This is an optimization exercise on Yosys and OpenROAD, whose aim is small area and a short achievable clock period, not a production implementation.
Function was checked by simulation only, so behaviour that the tests miss may differ from the original.
Power figures rest on the tool's default switching activity, not on a simulated workload.

harbor:
Design aq_reduce_ctrl, start of the top module:
module aq_reduce_ctrl #(
  parameter  int unsigned DRAIN_TO = 64,
  localparam int unsigned GW       = 16,
  localparam int unsigned DW       = 32,
  localparam int unsigned CW       = 32
) (
  input  logic          RST_N,
  input  logic          CLK,
  input  logic [GW-1:0] CFG_ORG_X,
  input  logic [GW-1:0] CFG_ORG_Y,
  input  logic [GW-1:0] CFG_CNV_X,
  input  logic [GW-1:0] CFG_CNV_Y,
  input  logic          START,
  input  logic          ABORT,
  input  logic          S_TVALID,
  input  logic [DW-1:0] S_TDATA,
  output logic          S_TREADY,
  output logic [GW-1:0] ORG_X,
  output logic [GW-1:0] ORG_Y,
  output logic [GW-1:0] CNV_X,
  output logic [GW-1:0] CNV_Y,
  output logic          DIN_WE,
  output logic          DIN_FSYNC,
  output logic [DW-1:0] DIN,
  input  logic          DOUT_OE,
  input  logic          DOUT_LAST,
  output logic          BUSY,
  output logic          DONE,
  output logic          ERR,
  output logic [CW-1:0] OUT_CNT
);
export LEC_CHECK = 0
export CAP_MARGIN = 20
export CORE_MARGIN = 2
export CORE_UTILIZATION = 40
export SETUP_SLACK_MARGIN = 5.0
export SLEW_MARGIN = 20
create_clock -name core_clock -period 8.0 [get_ports {CLK}]
standard.sh (not shown) runs the stock make flow with config.mk's settings and CLKGATE_MAP_FILE= SYNTH_SCRIPT=/design/flow/synth_recipe.tcl, a recipe that flattens the netlist after the stock synthesis.
==> flow/flow/run.sh <==
#!/bin/bash
# Standard ORFS layout, but the port buffers are buf_1 cells.
set -euo pipefail
export BUFFER_PORTS_ARGS="-buffer_cell sky130_fd_sc_hd__buf_1"
bash standard.sh > standard.log 2>&1
harbor ended with every stage complete and zero timing, DRC or antenna violations.
Input changes introduced in delta (baseline for comparison: harbor):
==> flow/flow/run.sh <==
#!/bin/bash
# Standard ORFS layout with two changes: the port buffers are buf_1 cells, and
# synthesis maps the logic with flow/abc_speed.script (a delay-driven ABC map)
# in place of ORFS's own abc_speed.script. Everything else is ORFS's scripts.
set -euo pipefail
rm -rf myscripts
cp -r "$FLOW_HOME/scripts" myscripts
cp flow/abc_speed.script myscripts/abc_speed.script
export SCRIPTS_DIR="$PWD/myscripts"
export BUFFER_PORTS_ARGS="-buffer_cell sky130_fd_sc_hd__buf_1"
bash standard.sh > standard.log 2>&1
==> flow/flow/abc_speed.script (new file) <==
strash
dch
map -D 1200
topo
stime -c
buffer -c
upsize -c
dnsize -c
-- flow/config.mk --
<<< harbor, line 8
export CAP_MARGIN = 20
export CORE_MARGIN = 2
export CORE_UTILIZATION = 40
export SETUP_SLACK_MARGIN = 5.0
export SLEW_MARGIN = 20
>>> delta, line 8
export CAP_MARGIN = 20
export CORE_MARGIN = 2
export CORE_UTILIZATION = 55
export CTS_BUF_LIST = sky130_fd_sc_hd__clkbuf_8
export CTS_CLUSTER_SIZE = 8
export SETUP_SLACK_MARGIN = 4.85
export SLEW_MARGIN = 20
--- outcome ---
Per the final summary, delta finished and its layout is clean on timing, DRC and antenna.
Going from harbor to delta, quantity of gates resized following cts went down 71; sequential standard cell area held; synthesized area went up 0.34%.
The inputs of ember differ from those of delta as listed below.
-- flow/config.mk --
<<< delta, line 8
export CAP_MARGIN = 20
export CORE_MARGIN = 2
export CORE_UTILIZATION = 55
export CTS_BUF_LIST = sky130_fd_sc_hd__clkbuf_8
export CTS_CLUSTER_SIZE = 8
export SETUP_SLACK_MARGIN = 4.85
export SLEW_MARGIN = 20
>>> ember, line 8
export CAP_MARGIN = 20
export CORE_MARGIN = 2
export CORE_UTILIZATION = 70
export CTS_BUF_LIST = sky130_fd_sc_hd__clkbuf_8
export CTS_CLUSTER_SIZE = 8
export SETUP_SLACK_MARGIN = 5.0
export SLEW_MARGIN = 20
Notes after the runs:
- On ember: share of layout cells above drive strength 1 is 4.8 points higher than what delta gave.
- Switching power, delta and ember: higher on ember
- Diff delta -> ember: internal power contribution closely matched the old numbers; combinational fraction of design power increased by 2.2 points relative to the old numbers; clock network fraction of design power decreased by 1.2 points relative to the old numbers; area of the die decreased by about 20% relative to the old numbers; final count of negative-setup-slack endpoints closely matched the old numbers.
- Taking delta as the reference point, the post-route minimum period of ember rises by 0.079 ns.
- Max initial cell density of the core across delta and ember: ember
- Sequential cell area share, delta and ember: higher on delta
- Power ended up 2.5% higher on ember than on delta.
Modified inputs, willow compared to ember
==> flow/flow/run.sh <==
#!/bin/bash
# Standard ORFS layout, but the port buffers are buf_1 cells.
set -euo pipefail
export BUFFER_PORTS_ARGS="-buffer_cell sky130_fd_sc_hd__buf_1"
bash standard.sh > standard.log 2>&1
-- flow/config.mk --
<<< ember, line 8
export CAP_MARGIN = 20
export CORE_MARGIN = 2
export CORE_UTILIZATION = 70
export CTS_BUF_LIST = sky130_fd_sc_hd__clkbuf_8
export CTS_CLUSTER_SIZE = 8
export SETUP_SLACK_MARGIN = 5.0
export SLEW_MARGIN = 20
>>> willow, line 8
export CAP_MARGIN = 20
export CORE_MARGIN = 2
export CORE_UTILIZATION = 55
export SETUP_SLACK_MARGIN = 4.5
export SLEW_MARGIN = 20
removed: flow/flow/abc_speed.script
### Flow results
willow reports its cell with the largest stage delay on the worst path as sky130_fd_sc_hd__maj3_1 while ember reports sky130_fd_sc_hd__a31oi_1.
willow: area of all placed cells without fillers higher than ember
willow vs ember, fraction of met1 tracks used by global routing went down by 13 points.
Setup slack: willow less than ember
Count of cell types in the netlist (higher): willow
willow vs. ember: core utilization went down by 18 points.
Detailed route, willow vs ember: via total lower for willow
willow vs ember on wire length of the first global-routing pass: willow is the lower one.

---

Setup of sierra:
aq_reduce_ctrl again, from the RTL that the note above started with.
export LEC_CHECK = 0
export CAP_MARGIN = 20
export CORE_MARGIN = 2
export CORE_UTILIZATION = 55
export CTS_BUF_LIST = sky130_fd_sc_hd__clkbuf_8
export CTS_CLUSTER_SIZE = 8
export SETUP_SLACK_MARGIN = 4.4
export SLEW_MARGIN = 20
create_clock -name core_clock -period 8.0 [get_ports {CLK}]
==> flow/flow/run.sh <==
#!/bin/bash
# Standard ORFS layout with two changes: the port buffers are buf_1 cells, and
# synthesis maps the logic with flow/abc_speed.script (a delay-driven ABC map)
# in place of ORFS's own abc_speed.script. Everything else is ORFS's scripts.
set -euo pipefail
rm -rf myscripts
cp -r "$FLOW_HOME/scripts" myscripts
cp flow/abc_speed.script myscripts/abc_speed.script
export SCRIPTS_DIR="$PWD/myscripts"
export BUFFER_PORTS_ARGS="-buffer_cell sky130_fd_sc_hd__buf_1"
bash standard.sh > standard.log 2>&1
==> flow/flow/abc_speed.script <==
strash
dch
map -D 1200
topo
stime -c
buffer -c
upsize -c
dnsize -c
Here is what was changed in the inputs of fjord compared with sierra.
# sierra
export LEC_CHECK = 0
export CAP_MARGIN = 20
export CORE_MARGIN = 2
export CORE_UTILIZATION = 55
export CTS_BUF_LIST = sky130_fd_sc_hd__clkbuf_8
export CTS_CLUSTER_SIZE = 8
export SETUP_SLACK_MARGIN = 4.4
export SLEW_MARGIN = 20
create_clock -name core_clock -period 8.0 [get_ports {CLK}]
# fjord
export LEC_CHECK = 0
export CAP_MARGIN = 20
export CORE_MARGIN = 2
export CORE_UTILIZATION = 45
export CTS_BUF_LIST = sky130_fd_sc_hd__clkbuf_8
export CTS_CLUSTER_SIZE = 8
export SETUP_SLACK_MARGIN = 4.85
export SLEW_MARGIN = 20
create_clock -name core_clock -period 8.0 [get_ports {CLK}]
==> comparison <==
Measured against each other, sierra and fjord differ in wire length on met1, the higher figure coming from fjord.
Comparing sierra and fjord, cell area after layout is lower on sierra.
For the first-pass GRT wire length, fjord came in 6.9% higher than sierra did.
Lower share of total power in the clock network goes to fjord over sierra.
Going from sierra to fjord, share of total power consumed by net switching grows by 0.74 points.
As far as total power is concerned, sierra and fjord perform about the same.
The following lists how quartz was set up differently from fjord:
# fjord
export LEC_CHECK = 0
export CAP_MARGIN = 20
export CORE_MARGIN = 2
export CORE_UTILIZATION = 45
export CTS_BUF_LIST = sky130_fd_sc_hd__clkbuf_8
export CTS_CLUSTER_SIZE = 8
export SETUP_SLACK_MARGIN = 4.85
export SLEW_MARGIN = 20
create_clock -name core_clock -period 8.0 [get_ports {CLK}]
# quartz
export LEC_CHECK = 0
export CAP_MARGIN = 20
export CORE_MARGIN = 2
export CORE_UTILIZATION = 55
export CTS_BUF_LIST = sky130_fd_sc_hd__clkbuf_8
export CTS_CLUSTER_SIZE = 8
export SETUP_SLACK_MARGIN = 4.7
export SLEW_MARGIN = 20
create_clock -name core_clock -period 8.0 [get_ports {CLK}]
==> flow/flow/abc_speed.script <==
strash
dch -f
map -D 1500
topo
stime -c
buffer -c
upsize -c
dnsize -c
## What came out
Run comparison: quartz launch point of the worst path CFG_ORG_X[15]; fjord launch point of the worst path CFG_CNV_X[15]
Compared with fjord, quartz shows a total core area that is 21% lower.
Compared with fjord, in quartz CTS H-tree depth has remained practically unchanged; count of buffering cells on the critical path with inverters included now larger.
Input changes introduced in pepper (baseline for comparison: quartz):
# quartz
export LEC_CHECK = 0
export CAP_MARGIN = 20
export CORE_MARGIN = 2
export CORE_UTILIZATION = 55
export CTS_BUF_LIST = sky130_fd_sc_hd__clkbuf_8
export CTS_CLUSTER_SIZE = 8
export SETUP_SLACK_MARGIN = 4.7
export SLEW_MARGIN = 20
create_clock -name core_clock -period 8.0 [get_ports {CLK}]
# pepper
export LEC_CHECK = 0
export ABC_CLOCK_PERIOD_IN_PS = 2500
export CAP_MARGIN = 20
export CORE_MARGIN = 2
export CORE_UTILIZATION = 40
export SETUP_SLACK_MARGIN = 5.0
export SLEW_MARGIN = 20
create_clock -name core_clock -period 8.0 [get_ports {CLK}]
==> flow/flow/run.sh <==
#!/bin/bash
# Standard ORFS layout, but the port buffers are buf_1 cells.
set -euo pipefail
export BUFFER_PORTS_ARGS="-buffer_cell sky130_fd_sc_hd__buf_1"
bash standard.sh > standard.log 2>&1
removed: flow/flow/abc_speed.script
Notes after the runs:
- pepper has completed all stages; timing, DRC and antenna checks passed.
- [compare] base=quartz new=pepper: number of signal-net inverters in the final layout moved down, total wirelength of the detailed-routed design moved down, wire length of the first global-routing pass moved up, maximum clock rate moved down.
- The start point of the critical path comes out CFG_ORG_X[15] in one run and CFG_ORG_Y[8] in the other, namely in quartz and pepper respectively.

---

## lane 1
Starting RTL as in the previous note.
clock: 8.0 ns
lec_check: 0
cap_margin: 20
core_margin: 2
core_utilization: 60
cts_buf_list: sky130_fd_sc_hd__clkbuf_8
cts_cluster_size: 8
setup_slack_margin: 4.85
slew_margin: 20
==> flow/flow/run.sh <==
#!/bin/bash
# Standard ORFS layout with two changes: the port buffers are buf_1 cells, and
# synthesis maps the logic with flow/abc_speed.script (a delay-driven ABC map)
# in place of ORFS's own abc_speed.script. Everything else is ORFS's scripts.
set -euo pipefail
rm -rf myscripts
cp -r "$FLOW_HOME/scripts" myscripts
cp flow/abc_speed.script myscripts/abc_speed.script
export SCRIPTS_DIR="$PWD/myscripts"
export BUFFER_PORTS_ARGS="-buffer_cell sky130_fd_sc_hd__buf_1"
bash standard.sh > standard.log 2>&1
==> flow/flow/abc_speed.script <==
strash
dch
map -D 1200
topo
stime -c
buffer -c
upsize -c
dnsize -c
Input changes introduced in lane 2 (baseline for comparison: lane 1):
- SETUP_SLACK_MARGIN: 4.85 -> 4.93
- CORE_UTILIZATION: 60 -> 55
==> notes.md <==
The lower register share of total power came out of lane 2. Maximum operating frequency was lower in lane 1 than in lane 2. Compared with lane 1, die area in lane 2 increased by a little under 10%. Lane 2 vs lane 1: final layout net count down. Total power in lane 2 vs lane 1: down about 1.2%. Lower total instance count after detailed placement among lane 1 and lane 2: lane 1. Lane 2 went all the way through the flow, and no timing, DRC or antenna check failed. From lane 1 to lane 2 the numbers moved as follows: die width grew by about 4.3%, worst setup slack grew by 0.080 ns.
[inputs] lane 3 vs lane 2
- removing SETUP_SLACK_MARGIN (formerly 4.93)
diff --git a/flow/flow/run.sh b/flow/flow/run.sh
--- a/flow/flow/run.sh
+++ b/flow/flow/run.sh
@@ -4 +4,2 @@
-# in place of ORFS's own abc_speed.script. Everything else is ORFS's scripts.
+# in place of ORFS's own abc_speed.script; repair aims at the setup slack margin set
+# below. Everything else is ORFS's scripts.
@@ -9,0 +11 @@
+export SETUP_SLACK_MARGIN=5.3
## What came out
- Lane 3 ended up with a higher total routing resource utilization after global routing than lane 2 did.
- Changes observed in lane 3 relative to lane 2: horizontal extent of the die stayed essentially flat, core utilization moved up.
- On switching part of the total power: lane 3 sits above lane 2.
- [lane 3] fill cell instance count of the final layout fell 26% relative to lane 2
- Diff lane 2 -> lane 3: share of power burned in the clock network has decreased, number of nets in the layout now sits higher.
The following lists how lane 4 was set up differently from lane 3:
- SETUP_SLACK_MARGIN newly set to 4.85
- SLEW_MARGIN changed from 20 to 0
- CAP_MARGIN changed from 20 to 0
diff --git a/flow/flow/run.sh b/flow/flow/run.sh
--- a/flow/flow/run.sh
+++ b/flow/flow/run.sh
@@ -4,2 +4 @@
-# in place of ORFS's own abc_speed.script; repair aims at the setup slack margin set
-# below. Everything else is ORFS's scripts.
+# in place of ORFS's own abc_speed.script. Everything else is ORFS's scripts.
@@ -11 +9,0 @@
-export SETUP_SLACK_MARGIN=5.3
Results
Global-route usage (higher): lane 3. Lane 4 vs lane 3 — via count dropped 951. The worst hold slack of lane 3 and that of lane 4 are within noise of each other. Against lane 3, lane 4 comes in 10% lower on total power. Lane 4 reports a lower worst setup slack than lane 3 does. Of the two values seen for commonest non-fill, non-tap cell in the layout, sky130_fd_sc_hd__dfrtp_1 was produced by lane 3 and sky130_fd_sc_hd__buf_1 by lane 4.

---

Another version of the RTL of aq_reduce_ctrl (not shown whole).
For scale: roughly 1400 cells after synthesis, ~0.011 mm2 of cells after synthesis.
==> flow/config.mk <==
export PLATFORM = sky130hd
export DESIGN_NAME = aq_reduce_ctrl
export DESIGN_NICKNAME = aq_reduce_ctrl
export VERILOG_FILES = /design/flow/design.v
export SDC_FILE = /design/flow/constraint.sdc
export NUM_CORES = 4
export LEC_CHECK = 0
export CAP_MARGIN = 20
export CORE_MARGIN = 2
export CORE_UTILIZATION = 55
export CTS_BUF_LIST = sky130_fd_sc_hd__clkbuf_8
export CTS_CLUSTER_SIZE = 10
export SETUP_SLACK_MARGIN = 5.0
export SLEW_MARGIN = 20
==> flow/constraint.sdc <==
create_clock -name core_clock -period 8.0 [get_ports {CLK}]
set_input_delay 1.6000 -clock core_clock [delete_from_list [all_inputs] [get_ports {CLK}]]
set_output_delay 1.6000 -clock core_clock [all_outputs]
set_load 0.01 [all_outputs]
==> flow/flow/run.sh <==
#!/bin/bash
# Standard ORFS layout with two changes: the port buffers are buf_1 cells, and
# synthesis maps the logic with flow/abc_speed.script (a delay-driven ABC map)
# in place of ORFS's own abc_speed.script. Everything else is ORFS's scripts.
set -euo pipefail
rm -rf myscripts
cp -r "$FLOW_HOME/scripts" myscripts
cp flow/abc_speed.script myscripts/abc_speed.script
export SCRIPTS_DIR="$PWD/myscripts"
export BUFFER_PORTS_ARGS="-buffer_cell sky130_fd_sc_hd__buf_1"
bash standard.sh > standard.log 2>&1
==> flow/flow/abc_speed.script <==
strash
balance
dch
map -D 100
topo
stime -c
buffer -c
upsize -c
dnsize -c
==> next run, changes <==
==> flow/flow/run.sh (replaced) <==
#!/bin/bash
# Standard ORFS layout, but the port buffers are buf_1 cells.
set -euo pipefail
export BUFFER_PORTS_ARGS="-buffer_cell sky130_fd_sc_hd__buf_1"
bash standard.sh > standard.log 2>&1
- CTS_BUF_LIST: sky130_fd_sc_hd__clkbuf_8 -> unset
- CTS_CLUSTER_SIZE: 10 -> unset
- SETUP_SLACK_MARGIN: 5.0 -> 4.8
removed: flow/flow/abc_speed.script
Result:
- cell count drops by 20%
- via count drops by 22%
- setup slack gets worse by 300 ps
==> next run, changes <==
==> flow/flow/run.sh (replaced) <==
#!/bin/bash
# Standard ORFS layout with two changes: the port buffers are buf_1 cells, and
# synthesis maps the logic with flow/abc_speed.script (a delay-driven ABC map)
# in place of ORFS's own abc_speed.script. Everything else is ORFS's scripts.
set -euo pipefail
rm -rf myscripts
cp -r "$FLOW_HOME/scripts" myscripts
cp flow/abc_speed.script myscripts/abc_speed.script
export SCRIPTS_DIR="$PWD/myscripts"
export BUFFER_PORTS_ARGS="-buffer_cell sky130_fd_sc_hd__buf_1"
bash standard.sh > standard.log 2>&1
==> flow/flow/abc_speed.script (new file) <==
strash
balance
dch
map -D 100
topo
- CTS_BUF_LIST: unset -> sky130_fd_sc_hd__clkbuf_8
- CTS_CLUSTER_SIZE: unset -> 10
- SETUP_SLACK_MARGIN: 4.8 -> 5.0
What happened:
- setup slack gets better by 200 ps
- routed wire length rises by about 30%
- critical path depth falls by 4

static timing again, ports no longer ideal:
No port has a modelled driver above. Below, the same layouts with a new extraction and two added sets of constraints. Step 1 (the two cells are an assumption about what drives the block):
set clk [get_ports {CLK}]
set_driving_cell -lib_cell sky130_fd_sc_hd__clkbuf_16 $clk
set_driving_cell -lib_cell sky130_fd_sc_hd__buf_2 [delete_from_list [all_inputs] $clk]
Step 2 times the ports against the registers' clock, not the clock port: input delays grow and output delays shrink by t, the midpoint of the rising clock arrivals with the driver on. Three values: ideal, step 1, step 2; two values: the first two.
run	t, ns	setup WS [ns]	worst hold slack (ns)	clock arrival spread, ns	worst slew at a driven data input, ns
harbor	0.485	4.324 / 4.335 / 3.850	0.478 / 0.478 / 0.478	0.019 / 0.019	0.09
delta	0.509	4.928 / 4.948 / 4.439	0.515 / 0.515 / 0.515	0.016 / 0.016	0.08
ember	0.514	4.849 / 4.833 / 4.320	0.517 / 0.517 / 0.517	0.010 / 0.009	0.07
willow	0.483	4.361 / 4.382 / 3.899	0.476 / 0.476 / 0.476	0.018 / 0.017	0.07
sierra	0.506	4.647 / 4.654 / 4.148	0.515 / 0.515 / 0.515	0.016 / 0.016	0.08
fjord	0.518	4.854 / 4.836 / 4.318	0.514 / 0.514 / 0.514	0.021 / 0.021	0.09
quartz	0.528	4.563 / 4.581 / 4.052	0.513 / 0.513 / 0.513	0.014 / 0.015	0.07
pepper	0.485	4.324 / 4.335 / 3.850	0.478 / 0.478 / 0.478	0.019 / 0.019	0.09
lane 1	0.524	4.889 / 4.907 / 4.383	0.517 / 0.517 / 0.517	0.016 / 0.016	0.08
lane 2	0.529	4.970 / 4.947 / 4.460	0.516 / 0.516 / 0.516	0.016 / 0.016	0.06
lane 3	0.532	4.932 / 4.920 / 4.388	0.515 / 0.515 / 0.515	0.019 / 0.018	0.09
lane 4	0.509	4.928 / 4.948 / 4.439	0.515 / 0.515 / 0.515	0.016 / 0.016	0.08
the first run of note 4	0.534	4.863 / 4.819 / 4.518	0.486 / 0.486 / 0.486	0.019 / 0.019	0.06
the second run of note 4	0.477	4.563 / 4.570 / 4.093	0.472 / 0.472 / 0.472	0.010 / 0.010	0.07
the third run of note 4	0.531	4.758 / 4.717 / 4.452	0.502 / 0.502 / 0.502	0.018 / 0.018	0.07
After both steps every run listed still meets setup and hold. The setup slack of lane 3, which loses most, moves by -0.012 ns with the drivers and by -0.544 ns with both steps.
